This design comes from an exercise in tuning for small area, a short achievable clock period and few clock cycles per item on the open sky130 flow, not from production work.
RTL that was checked went through simulation tests only; none was proved equivalent to the original.
Power figures rest on the tool's default switching activity, not on a simulated workload.

==> inputs of xenon <==
Design ex_stage, start of the top module:
module ex_stage (
    input  wire                                 clk,
    input  wire                                 rst_n_i,
    input  wire                                 in_valid_i,
    input  wire [4:0]                           in_op_i,
    input  wire [ex_pkg::XLEN-1:0]              in_pc_i,
    input  wire [ex_pkg::XLEN-1:0]              in_op1_i,
    input  wire [ex_pkg::XLEN-1:0]              in_op2_i,
    input  wire [ex_pkg::XLEN-1:0]              in_imm_i,
    input  wire [ex_pkg::REG_ADDR_W-1:0]        in_rd_i,
    input  wire                                 res_credit_i,
    output logic                                in_credit_o,
    output logic                                out_valid_o,
    output logic [ex_pkg::XLEN-1:0]             out_wdata_o,
    output logic [ex_pkg::REG_ADDR_W-1:0]       out_rd_o,
    output logic                                out_jump_o,
    output logic [ex_pkg::XLEN-1:0]             out_jump_addr_o
);
clock: 6.5 ns
lec_check: 0
cap_margin: 40
core_margin: 2
core_utilization: 40
setup_slack_margin: 0.4
slew_margin: 20
standard.sh (not shown) runs the stock make flow with config.mk's settings and CLKGATE_MAP_FILE= SYNTH_SCRIPT=/design/flow/synth_recipe.tcl, a recipe that flattens the netlist after the stock synthesis.
==> flow/flow/run.sh <==
#!/bin/bash
# The standard layout, except that the ports get plain buffers
# (sky130_fd_sc_hd__buf_2) instead of the delay cells buffer_ports picks by
# default. make's output goes to standard_flow.log; each ORFS step keeps its
# own log under orfs/logs/.
set -euo pipefail
bash standard.sh "BUFFER_PORTS_ARGS=-buffer_cell sky130_fd_sc_hd__buf_2" finish > standard_flow.log 2>&1
==> willow (differences from xenon) <==
--- a/flow/design.v
+++ b/flow/design.v
@@ -174,16 +174,18 @@
     output logic                        q_we_o,
     output logic [ex_pkg::XLEN-1:0]     q_o
 );
     localparam int XLEN = ex_pkg::XLEN;
     logic               busy_q;
     logic               abs1_q;      
     logic               abs2_q;      
     logic               meas_q;
+    logic               iter_q;
+    logic               last_q;      
     logic               align_q;
     logic [5:0]         amt_q;
     logic               fix_q;
     logic [5:0]         cnt_q;
     logic [XLEN-1:0]    rem_q;
     logic               neg_quo_q;
     logic               neg_rem_q;
     logic               neg_dvs_q;
@@ -233,19 +235,19 @@
     logic               iter;
     logic               need_fix;
     logic               last;
     assign clz_rem  = clz(rem_q);
     assign clz_dvs  = clz(dvs_i);
     assign len_diff = clz_dvs - clz_rem;
     assign dvs_zero = clz_dvs[6];
     assign no_quo   = len_diff[6];           
-    assign iter     = busy_q & !abs1_q & !abs2_q & !meas_q & !align_q & !fix_q;
+    assign iter     = iter_q;
     assign need_fix = want_rem_q | neg_quo_q;
-    assign last     = iter & cnt_q == '0;
+    assign last     = last_q;
     logic a_rem_q;
     logic b_rem_q;
     logic b_quo_q;
     logic b_dvs_q;
     assign busy_o    = busy_q;
     assign use_rem_o = a_rem_q;
     assign b_o       = (rem_q & {XLEN{b_rem_q}}) | (q_i & {XLEN{b_quo_q}}) | (dvs_i & {XLEN{b_dvs_q}});
     assign q_we_o = busy_q & !(fix_q & !want_rem_q & !neg_quo_q);
@@ -279,28 +281,32 @@
     always_ff @(posedge clk) begin
         if (!rst_n_i) begin
             busy_q  <= 1'b0;
             abs1_q  <= 1'b0;
             abs2_q  <= 1'b0;
             meas_q  <= 1'b0;
             align_q <= 1'b0;
             fix_q   <= 1'b0;
+            iter_q  <= 1'b0;
+            last_q  <= 1'b0;
             a_rem_q <= 1'b0;
             b_rem_q <= 1'b0;
             b_quo_q <= 1'b0;
             b_dvs_q <= 1'b0;
         end else begin
             if (start_i)     busy_q <= 1'b1;
             else if (done_o) busy_q <= 1'b0;
             abs1_q  <= abs1_d;
             abs2_q  <= abs2_d;
             meas_q  <= meas_d;
             align_q <= align_d;
             fix_q   <= fix_d;
+            iter_q  <= iter_d;
+            last_q  <= !start_i & ((align_q & cnt_q == 6'd0) | (iter & cnt_q == 6'd1));
             a_rem_q <= iter_d | (fix_d & want_rem_q & !neg_rem_q);
             b_rem_q <= abs1_d | (fix_d & want_rem_q & neg_rem_q);
             b_quo_q <= fix_d & !want_rem_q;
             b_dvs_q <= iter_d | abs2_d;
         end
     end
     always_comb begin
         if (start_i)      dvs_o = op2_i;
Settings changed: SETUP_SLACK_MARGIN 0.4 to 1.5.
==> out/metrics.csv <==
stage,metric,value,unit
final_layout,most frequent cells in the layout,"nand2_1 (633), o21ai_0 (535), a21oi_1 (493), nor2_1 (486), buf_4 (417)",
final_layout,Non-clk bufs,857,
status,status,no timing/DRC/antenna violations,
final_layout,clock buf count,53,
[end of results for xenon]
==> out/metrics.csv <==
stage,metric,value,unit
status,status,no timing/DRC/antenna violations,
final_layout,most frequent cells in the layout,"nand2_1 (628), o21ai_0 (522), buf_4 (502), nor2_1 (486), a21oi_1 (465)",
global_route,GRT Residual Overflow,0,
final_layout,clock buf count,54,
yosys,"count leader, synth",nand2_1,
sta,fin. max-slew vios,0,
[end of results for willow]
Testbench counts of xenon, summed over its fixed seeds: cycles 6,413, items 3,200.
For willow, only the layout was checked, not whether the RTL still works.

========
==> run a <==
Another version of the RTL of ex_stage (not shown whole).
clock: 6.5 ns
lec_check: 0
cap_margin: 40
core_margin: 2
core_utilization: 50
setup_slack_margin: 1.2
slew_margin: 20
Scripts as last shown in full above: flow/flow/run.sh
==> run b: changes against run a <==
CORE_UTILIZATION = 40   (was 50)
SETUP_SLACK_MARGIN = 1.0   (was 1.2)
==> run notes <==
|  | run a | run b |
|---|---|---|
| Run status | complete, no violations | complete, no violations |
| Count of nets after finishing | 5894 | 5977 |
| Post-route fraction of the period consumed by the critical path | 0.8327 | 0.8486 |
| First-pass GRT wire length | 330700 um | 351000 um |
| Maximum clock skew at final layout | 0.05441 ns | 0.04108 ns |
| Number of standard-cell rows in the floorplan | 101 | 113 |
| Clock latency on the worst-skew pair | 0.63 ns | 0.66 ns |
| DRT iter0 DRCs | 10590 | 8552 |
| Initial Util | 0.5059 | 0.4038 |
| Final routed wirelength across all metal layers | 242400 um | 260100 um |
| Reg2reg path depth | 11 | 15 |
| Number of antenna violations at the first check in global routing | 26 | 22 |
| Pin count of the biggest net entering global routing | 79 | 119 |
| Combinational Power | 4.81 mW | 4.88 mW |
| Number of global-route vias before repair | 44060 | 44000 |
Testbench counts of run a, summed over its fixed seeds: cycles 6,413, items 3,200.
Testbench counts of run b, summed over its fixed seeds: cycles 6,413, items 3,200.

========
==> inputs of wip/lagoon <==
ex_stage, a different RTL version from the one above (not shown whole).
clock: 6.5 ns
lec_check: 0
cap_margin: 40
core_margin: 2
core_utilization: 40
setup_slack_margin: 1.2
slew_margin: 20
Scripts as last shown in full above: flow/flow/run.sh
==> inputs of wip/delta, as changes to wip/lagoon <==
--- a/flow/design.v
+++ b/flow/design.v
@@ -47,13 +47,12 @@
     input  wire [ex_pkg::XLEN-1:0]      op2_i,
     input  wire [ex_pkg::XLEN-1:0]      imm_i,
     input  wire                         div_busy_i,
     input  wire                         div_use_rem_i,  
     input  wire [ex_pkg::XLEN-1:0]      div_rem_i,
     input  wire [ex_pkg::XLEN-1:0]      div_b_i,
-    input  wire                         div_add_i,      
     input  wire                         shift_i,        
     input  wire                         shift_left_i,   
     input  wire [ex_pkg::XLEN-1:0]      shift_src_i,
     input  wire [5:0]                   shift_amt_i,
     input  wire                         issue_i,
     input  wire                         div_fix_i,      
@@ -79,13 +78,13 @@
     logic            lt_u, lt_s, eq;
     logic [XLEN-1:0] x_ab;
     assign inv_b   = div_busy_i | op_i[0] | op_i[2] | op_i[4];
     assign a_in    = (op1_i & {XLEN{!div_busy_i}}) | (div_rem_i & {XLEN{div_use_rem_i}});
     assign b_in    = div_busy_i ? div_b_i : op2_i;
     assign b_x     = b_in ^ {XLEN{inv_b}};
-    assign as_full = {1'b0, a_in, 1'b1} + {1'b0, b_x, inv_b & !div_add_i};
+    assign as_full = {1'b0, a_in, 1'b1} + {1'b0, b_x, inv_b};
     assign sum     = as_full[XLEN:1];
     assign carry   = as_full[XLEN+1];
     logic            sgn_diff;
     assign sgn_diff = op1_i[XLEN-1] ^ op2_i[XLEN-1];
     assign lt_u     = !carry;
     assign lt_s     = !carry ^ sgn_diff;
@@ -193,13 +192,12 @@
     input  wire                         carry_i,
     input  wire [ex_pkg::XLEN-1:0]      shift_i,
     input  wire [ex_pkg::XLEN-1:0]      dvs_i,      
     output logic                        busy_o,
     output logic                        use_rem_o,
     output logic [ex_pkg::XLEN-1:0]     b_o,
-    output logic                        add_o,      
     output logic                        align_o,
     output logic [ex_pkg::XLEN-1:0]     rem_o,
     output logic [ex_pkg::XLEN-1:0]     dvs_o,      
     output logic [5:0]                  amt_o,
     output logic                        shift_o,    
     output logic                        qshift_o,   
@@ -215,14 +213,12 @@
     logic               meas_q;
     logic               iter_q;
     logic               last_q;      
     logic               align_q;
     logic [5:0]         amt_q;
     logic               fix_q;
-    logic               corr_q;      
-    logic               rem_neg_q;   
     logic [5:0]         cnt_q;
     logic [XLEN-1:0]    rem_q;
     logic               neg_quo_q;
     logic               neg_rem_q;
     logic               neg_dvs_q;
     logic               want_rem_q;
@@ -280,98 +276,80 @@
     assign need_fix = want_rem_q | neg_quo_q;
     assign last     = last_q;
     logic a_rem_q;
     logic b_rem_q;
     logic b_quo_q;
     logic b_dvs_q;
-    logic b_ndvs_q;
     assign busy_o    = busy_q;
     assign use_rem_o = a_rem_q;
-    assign b_o       = (rem_q & {XLEN{b_rem_q}}) | (q_i & {XLEN{b_quo_q}})
-                     | (dvs_i & {XLEN{b_dvs_q}}) | (~dvs_i & {XLEN{b_ndvs_q}});
-    assign add_o     = b_ndvs_q;
+    assign b_o       = (rem_q & {XLEN{b_rem_q}}) | (q_i & {XLEN{b_quo_q}}) | (dvs_i & {XLEN{b_dvs_q}});
     assign q_we_o = busy_q & !(fix_q & !want_rem_q & !neg_quo_q);
     assign align_o   = align_q;
     assign rem_o     = rem_q;
     assign amt_o     = amt_q;
     assign done_o    = fix_q | (last & !need_fix);
     assign shift_o  = align_q | iter;
     assign qshift_o = iter;
     assign ones_o   = meas_q & dvs_zero;
     assign fix_o    = fix_q;
-    logic abs1_d, abs2_d, meas_d, align_d, fix_d, iter_d, corr_d;
+    logic abs1_d, abs2_d, meas_d, align_d, fix_d, iter_d;
     logic busy_d;
-    logic rem_neg_d;    
-    logic end_neg;      
-    assign end_neg = last & !carry_i;
     assign busy_d = start_i | (busy_q & !done_o);
     always_comb begin
         if (start_i) begin
             abs1_d  = neg1;
             abs2_d  = !neg1 & neg2;
             meas_d  = !neg1 & !neg2;
             align_d = 1'b0;
             fix_d   = 1'b0;
             iter_d  = 1'b0;
-            corr_d  = 1'b0;
         end else begin
             abs1_d  = 1'b0;
             abs2_d  = abs1_q & neg_dvs_q;
             meas_d  = (abs1_q & !neg_dvs_q) | abs2_q;
             align_d = meas_q & !(dvs_zero | no_quo);
-            corr_d  = end_neg & want_rem_q;
-            fix_d   = (meas_q & (dvs_zero | no_quo)) | (last & need_fix & !corr_d) | corr_q;
+            fix_d   = (meas_q & (dvs_zero | no_quo)) | (last & need_fix);
             iter_d  = align_q | (iter & !last);
         end
     end
-    always_comb begin
-        if (iter)                            rem_neg_d = !carry_i;
-        else if (start_i | abs1_q | corr_q) rem_neg_d = 1'b0;
-        else                                 rem_neg_d = rem_neg_q;
-    end
     always_ff @(posedge clk) begin
         if (!rst_n_i) begin
             busy_q  <= 1'b0;
             abs1_q  <= 1'b0;
             abs2_q  <= 1'b0;
             meas_q  <= 1'b0;
             align_q <= 1'b0;
             fix_q   <= 1'b0;
-            corr_q  <= 1'b0;
             iter_q  <= 1'b0;
             last_q  <= 1'b0;
             a_rem_q <= 1'b0;
             b_rem_q <= 1'b0;
             b_quo_q <= 1'b0;
             b_dvs_q <= 1'b0;
-            b_ndvs_q <= 1'b0;
         end else begin
             busy_q  <= busy_d;
             abs1_q  <= abs1_d;
             abs2_q  <= abs2_d;
             meas_q  <= meas_d;
             align_q <= align_d;
             fix_q   <= fix_d;
-            corr_q  <= corr_d;
             iter_q  <= iter_d;
             last_q  <= !start_i & ((align_q & cnt_q == 6'd0) | (iter & cnt_q == 6'd1));
-            a_rem_q <= iter_d | corr_d | (busy_d & !abs1_d & !abs2_d & want_rem_q & !neg_rem_q);
-            b_rem_q <= abs1_d | (busy_d & !iter_d & !corr_d & !abs2_d & want_rem_q & neg_rem_q);
-            b_quo_q <= busy_d & !iter_d & !corr_d & !abs1_d & !abs2_d & !want_rem_q;
-            b_dvs_q <= (iter_d & !rem_neg_d) | abs2_d;
-            b_ndvs_q <= (iter_d & rem_neg_d) | corr_d;
+            a_rem_q <= iter_d | (busy_d & !abs1_d & !abs2_d & want_rem_q & !neg_rem_q);
+            b_rem_q <= abs1_d | (busy_d & !iter_d & !abs2_d & want_rem_q & neg_rem_q);
+            b_quo_q <= busy_d & !iter_d & !abs1_d & !abs2_d & !want_rem_q;
+            b_dvs_q <= iter_d | abs2_d;
         end
     end
     always_comb begin
         if (start_i)      dvs_o = op2_i;
         else if (abs2_q)  dvs_o = sum_i;
-        else if (align_q | (iter & !last)) dvs_o = shift_i;     
+        else if (align_q | iter) dvs_o = shift_i;     
         else              dvs_o = dvs_i;
     end
     always_ff @(posedge clk) begin
-        rem_neg_q <= rem_neg_d;
         if (start_i) begin
             rem_q      <= op1_i;
             neg_quo_q  <= neg1 ^ neg2;
             neg_rem_q  <= neg1;
             neg_dvs_q  <= neg2;
             want_rem_q <= op_i == ex_pkg::ALU_REM || op_i == ex_pkg::ALU_REMU;
@@ -381,16 +359,14 @@
             amt_q <= len_diff[5:0];
             cnt_q <= len_diff[5:0];
             if (dvs_zero) neg_quo_q <= 1'b0;    
         end else if (align_q) begin
             amt_q <= 6'd1;                       
         end else if (iter) begin
-            rem_q <= sum_i;
+            if (carry_i) rem_q <= sum_i;
             cnt_q <= cnt_q - 1'b1;
-        end else if (corr_q) begin
-            rem_q <= sum_i;
         end
     end
 endmodule
 `default_nettype wire
 `timescale 1ns/1ps
 `default_nettype none
@@ -452,13 +428,12 @@
     logic [XLEN-1:0]                shift_res;
     logic [XLEN-1:0]                alu_sum;
     logic                           alu_carry;
     logic                           div_use_rem;
     logic                           div_q_we;
     logic [XLEN-1:0]                div_b;
-    logic                           div_add;
     logic                           in_div;
     logic                           alu_issue;
     logic                           div_start;
     logic                           div_busy;
     logic                           div_align;
     logic [XLEN-1:0]                div_dvs;
@@ -484,13 +459,12 @@
         .op2_i         (in_op2_i),
         .imm_i         (in_imm_i),
         .div_busy_i    (div_busy),
         .div_use_rem_i (div_use_rem),
         .div_rem_i     (div_rem),
         .div_b_i       (div_b),
-        .div_add_i     (div_add),
         .shift_i       (div_shift),
         .shift_left_i  (div_align),
         .shift_src_i   (res_tgt_q),
         .shift_amt_i   (div_amt),
         .issue_i       (in_valid_i),
         .div_fix_i     (div_fix),
@@ -517,13 +491,12 @@
         .carry_i   (alu_carry),
         .shift_i   (shift_res),
         .dvs_i     (res_tgt_q),
         .busy_o    (div_busy),
         .use_rem_o (div_use_rem),
         .b_o       (div_b),
-        .add_o     (div_add),
         .align_o   (div_align),
         .rem_o     (div_rem),
         .dvs_o     (div_dvs),
         .amt_o     (div_amt),
         .shift_o   (div_shift),
         .qshift_o  (div_qshift),
Settings changed: CAP_MARGIN 40 to 20, SETUP_SLACK_MARGIN 1.2 to 1.4, SLEW_MARGIN 20 to 10.
==> inputs of wip/fjord, as changes to wip/lagoon <==
--- a/flow/design.v
+++ b/flow/design.v
@@ -47,13 +47,12 @@
     input  wire [ex_pkg::XLEN-1:0]      op2_i,
     input  wire [ex_pkg::XLEN-1:0]      imm_i,
     input  wire                         div_busy_i,
     input  wire                         div_use_rem_i,  
     input  wire [ex_pkg::XLEN-1:0]      div_rem_i,
     input  wire [ex_pkg::XLEN-1:0]      div_b_i,
-    input  wire                         div_add_i,      
     input  wire                         shift_i,        
     input  wire                         shift_left_i,   
     input  wire [ex_pkg::XLEN-1:0]      shift_src_i,
     input  wire [5:0]                   shift_amt_i,
     input  wire                         issue_i,
     input  wire                         div_fix_i,      
@@ -79,13 +78,13 @@
     logic            lt_u, lt_s, eq;
     logic [XLEN-1:0] x_ab;
     assign inv_b   = div_busy_i | op_i[0] | op_i[2] | op_i[4];
     assign a_in    = (op1_i & {XLEN{!div_busy_i}}) | (div_rem_i & {XLEN{div_use_rem_i}});
     assign b_in    = div_busy_i ? div_b_i : op2_i;
     assign b_x     = b_in ^ {XLEN{inv_b}};
-    assign as_full = {1'b0, a_in, 1'b1} + {1'b0, b_x, inv_b & !div_add_i};
+    assign as_full = {1'b0, a_in, 1'b1} + {1'b0, b_x, inv_b};
     assign sum     = as_full[XLEN:1];
     assign carry   = as_full[XLEN+1];
     logic            sgn_diff;
     assign sgn_diff = op1_i[XLEN-1] ^ op2_i[XLEN-1];
     assign lt_u     = !carry;
     assign lt_s     = !carry ^ sgn_diff;
@@ -193,13 +192,12 @@
     input  wire                         carry_i,
     input  wire [ex_pkg::XLEN-1:0]      shift_i,
     input  wire [ex_pkg::XLEN-1:0]      dvs_i,      
     output logic                        busy_o,
     output logic                        use_rem_o,
     output logic [ex_pkg::XLEN-1:0]     b_o,
-    output logic                        add_o,      
     output logic                        align_o,
     output logic [ex_pkg::XLEN-1:0]     rem_o,
     output logic [ex_pkg::XLEN-1:0]     dvs_o,      
     output logic [5:0]                  amt_o,
     output logic                        shift_o,    
     output logic                        qshift_o,   
@@ -215,14 +213,12 @@
     logic               meas_q;
     logic               iter_q;
     logic               last_q;      
     logic               align_q;
     logic [5:0]         amt_q;
     logic               fix_q;
-    logic               corr_q;      
-    logic               rem_neg_q;   
     logic [5:0]         cnt_q;
     logic [XLEN-1:0]    rem_q;
     logic               neg_quo_q;
     logic               neg_rem_q;
     logic               neg_dvs_q;
     logic               want_rem_q;
@@ -280,98 +276,80 @@
     assign need_fix = want_rem_q | neg_quo_q;
     assign last     = last_q;
     logic a_rem_q;
     logic b_rem_q;
     logic b_quo_q;
     logic b_dvs_q;
-    logic b_ndvs_q;
     assign busy_o    = busy_q;
     assign use_rem_o = a_rem_q;
-    assign b_o       = (rem_q & {XLEN{b_rem_q}}) | (q_i & {XLEN{b_quo_q}})
-                     | (dvs_i & {XLEN{b_dvs_q}}) | (~dvs_i & {XLEN{b_ndvs_q}});
-    assign add_o     = b_ndvs_q;
+    assign b_o       = (rem_q & {XLEN{b_rem_q}}) | (q_i & {XLEN{b_quo_q}}) | (dvs_i & {XLEN{b_dvs_q}});
     assign q_we_o = busy_q & !(fix_q & !want_rem_q & !neg_quo_q);
     assign align_o   = align_q;
     assign rem_o     = rem_q;
     assign amt_o     = amt_q;
     assign done_o    = fix_q | (last & !need_fix);
     assign shift_o  = align_q | iter;
     assign qshift_o = iter;
     assign ones_o   = meas_q & dvs_zero;
     assign fix_o    = fix_q;
-    logic abs1_d, abs2_d, meas_d, align_d, fix_d, iter_d, corr_d;
+    logic abs1_d, abs2_d, meas_d, align_d, fix_d, iter_d;
     logic busy_d;
-    logic rem_neg_d;    
-    logic end_neg;      
-    assign end_neg = last & !carry_i;
     assign busy_d = start_i | (busy_q & !done_o);
     always_comb begin
         if (start_i) begin
             abs1_d  = neg1;
             abs2_d  = !neg1 & neg2;
             meas_d  = !neg1 & !neg2;
             align_d = 1'b0;
             fix_d   = 1'b0;
             iter_d  = 1'b0;
-            corr_d  = 1'b0;
         end else begin
             abs1_d  = 1'b0;
             abs2_d  = abs1_q & neg_dvs_q;
             meas_d  = (abs1_q & !neg_dvs_q) | abs2_q;
             align_d = meas_q & !(dvs_zero | no_quo);
-            corr_d  = end_neg & want_rem_q;
-            fix_d   = (meas_q & (dvs_zero | no_quo)) | (last & need_fix & !corr_d) | corr_q;
+            fix_d   = (meas_q & (dvs_zero | no_quo)) | (last & need_fix);
             iter_d  = align_q | (iter & !last);
         end
     end
-    always_comb begin
-        if (iter)                            rem_neg_d = !carry_i;
-        else if (start_i | abs1_q | corr_q) rem_neg_d = 1'b0;
-        else                                 rem_neg_d = rem_neg_q;
-    end
     always_ff @(posedge clk) begin
         if (!rst_n_i) begin
             busy_q  <= 1'b0;
             abs1_q  <= 1'b0;
             abs2_q  <= 1'b0;
             meas_q  <= 1'b0;
             align_q <= 1'b0;
             fix_q   <= 1'b0;
-            corr_q  <= 1'b0;
             iter_q  <= 1'b0;
             last_q  <= 1'b0;
             a_rem_q <= 1'b0;
             b_rem_q <= 1'b0;
             b_quo_q <= 1'b0;
             b_dvs_q <= 1'b0;
-            b_ndvs_q <= 1'b0;
         end else begin
             busy_q  <= busy_d;
             abs1_q  <= abs1_d;
             abs2_q  <= abs2_d;
             meas_q  <= meas_d;
             align_q <= align_d;
             fix_q   <= fix_d;
-            corr_q  <= corr_d;
             iter_q  <= iter_d;
             last_q  <= !start_i & ((align_q & cnt_q == 6'd0) | (iter & cnt_q == 6'd1));
-            a_rem_q <= iter_d | corr_d | (busy_d & !abs1_d & !abs2_d & want_rem_q & !neg_rem_q);
-            b_rem_q <= abs1_d | (busy_d & !iter_d & !corr_d & !abs2_d & want_rem_q & neg_rem_q);
-            b_quo_q <= busy_d & !iter_d & !corr_d & !abs1_d & !abs2_d & !want_rem_q;
-            b_dvs_q <= (iter_d & !rem_neg_d) | abs2_d;
-            b_ndvs_q <= (iter_d & rem_neg_d) | corr_d;
+            a_rem_q <= iter_d | (busy_d & !abs1_d & !abs2_d & want_rem_q & !neg_rem_q);
+            b_rem_q <= abs1_d | (busy_d & !iter_d & !abs2_d & want_rem_q & neg_rem_q);
+            b_quo_q <= busy_d & !iter_d & !abs1_d & !abs2_d & !want_rem_q;
+            b_dvs_q <= iter_d | abs2_d;
         end
     end
     always_comb begin
         if (start_i)      dvs_o = op2_i;
         else if (abs2_q)  dvs_o = sum_i;
-        else if (align_q | (iter & !last)) dvs_o = shift_i;     
+        else if (align_q | iter) dvs_o = shift_i;     
         else              dvs_o = dvs_i;
     end
     always_ff @(posedge clk) begin
-        rem_neg_q <= rem_neg_d;
         if (start_i) begin
             rem_q      <= op1_i;
             neg_quo_q  <= neg1 ^ neg2;
             neg_rem_q  <= neg1;
             neg_dvs_q  <= neg2;
             want_rem_q <= op_i == ex_pkg::ALU_REM || op_i == ex_pkg::ALU_REMU;
@@ -381,16 +359,14 @@
             amt_q <= len_diff[5:0];
             cnt_q <= len_diff[5:0];
             if (dvs_zero) neg_quo_q <= 1'b0;    
         end else if (align_q) begin
             amt_q <= 6'd1;                       
         end else if (iter) begin
-            rem_q <= sum_i;
+            if (carry_i) rem_q <= sum_i;
             cnt_q <= cnt_q - 1'b1;
-        end else if (corr_q) begin
-            rem_q <= sum_i;
         end
     end
 endmodule
 `default_nettype wire
 `timescale 1ns/1ps
 `default_nettype none
@@ -452,13 +428,12 @@
     logic [XLEN-1:0]                shift_res;
     logic [XLEN-1:0]                alu_sum;
     logic                           alu_carry;
     logic                           div_use_rem;
     logic                           div_q_we;
     logic [XLEN-1:0]                div_b;
-    logic                           div_add;
     logic                           in_div;
     logic                           alu_issue;
     logic                           div_start;
     logic                           div_busy;
     logic                           div_align;
     logic [XLEN-1:0]                div_dvs;
@@ -484,13 +459,12 @@
         .op2_i         (in_op2_i),
         .imm_i         (in_imm_i),
         .div_busy_i    (div_busy),
         .div_use_rem_i (div_use_rem),
         .div_rem_i     (div_rem),
         .div_b_i       (div_b),
-        .div_add_i     (div_add),
         .shift_i       (div_shift),
         .shift_left_i  (div_align),
         .shift_src_i   (res_tgt_q),
         .shift_amt_i   (div_amt),
         .issue_i       (in_valid_i),
         .div_fix_i     (div_fix),
@@ -517,13 +491,12 @@
         .carry_i   (alu_carry),
         .shift_i   (shift_res),
         .dvs_i     (res_tgt_q),
         .busy_o    (div_busy),
         .use_rem_o (div_use_rem),
         .b_o       (div_b),
-        .add_o     (div_add),
         .align_o   (div_align),
         .rem_o     (div_rem),
         .dvs_o     (div_dvs),
         .amt_o     (div_amt),
         .shift_o   (div_shift),
         .qshift_o  (div_qshift),
Settings changed: CAP_MARGIN 40 to 20, SETUP_SLACK_MARGIN 1.2 to 1.5.
==> notes <==
In wip/delta the die area is lower than in wip/lagoon, by about 5%. Sequential cell count: wip/lagoon is higher than wip/fjord (3). Final cell count: wip/lagoon is larger than wip/fjord (about 4%). Worst setup slack: wip/fjord > wip/delta > wip/lagoon. The lowest total power belongs to wip/delta, the highest to wip/lagoon.
==> figures <==
item                                                   wip/delta         wip/fjord        wip/lagoon
Sequential logic power                                 0.00266 W         0.00266 W         0.00264 W
Number of sinks handled by clock tree synthesis              294               294               297
Power Density                                        219 mW/mm^2       218 mW/mm^2       218 mW/mm^2
Net load switching power                               0.00466 W         0.00476 W         0.00491 W
Status                          no timing/DRC/antenna violations  no timing/DRC/antenna violations  no timing/DRC/antenna violations
Terminating pin of the worst hold path           issuer_credit_q  u_divider.last_q  u_divider.last_q
Area of all placed cells without fillers            0.0464 sq mm      0.0473 sq mm      0.0482 sq mm
Worst slew margin                                          11.4%             10.6%             33.7%
Clock power share                                          23.7%             24.1%             23.2%
Placement-stage cell area                           0.0437 sq mm      0.0433 sq mm      0.0460 sq mm
Clk pin slew, worst setup/hold paths                     0.07 ns           0.07 ns           0.06 ns
Testbench counts of wip/delta, summed over its fixed seeds: cycles 6,413, items 3,200.
Testbench counts of wip/fjord, summed over its fixed seeds: cycles 6,413, items 3,200.
For wip/lagoon, only the layout was checked, not whether the RTL still works.

[re-timing with driven ports]
Ports are ideal in the flow. The routed layouts listed here were re-timed in OpenROAD. Step 1, drivers: a clkbuf_16 drives clk and a buf_2 each remaining input, both assumed. Step 2, shift: input delay + t, output delay - t, t = (earliest + latest rising clock arrival at the registers) / 2. This alone moves slack from input paths to output paths. a / b / c = no drivers / after step 1 / after step 2; a / b = the first two.
| run | t, ns | setup WS [ns] | latest minus earliest clock arrival (ns) | worst register clock-pin slew, ns | worst data-port slew with drivers (ns) |
|---|---|---|---|---|---|
| xenon | 0.720 | 0.474 / 0.527 / -0.193 | 0.043 / 0.043 | 0.07 / 0.07 | 0.12 |
| willow | 0.738 | 1.196 / 1.227 / 0.489 | 0.067 / 0.067 | 0.07 / 0.07 | 0.18 |
| run a | 0.675 | 1.087 / 1.132 / 0.460 | 0.055 / 0.055 | 0.07 / 0.07 | 0.18 |
| run b | 0.712 | 0.984 / 0.984 / 0.337 | 0.041 / 0.041 | 0.07 / 0.07 | 0.20 |
| wip/lagoon | 0.702 | 1.068 / 1.118 / 0.416 | 0.051 / 0.052 | 0.07 / 0.07 | 0.20 |
| wip/delta | 0.704 | 1.290 / 1.290 / 0.710 | 0.028 / 0.028 | 0.07 / 0.07 | 0.22 |
| wip/fjord | 0.710 | 1.415 / 1.432 / 0.748 | 0.026 / 0.026 | 0.07 / 0.07 | 0.18 |
With both steps, setup timing fails in xenon, where it was met with ideal ports. The setup slack of willow, which loses most, moves by +0.031 ns with the drivers and by -0.707 ns with both steps.
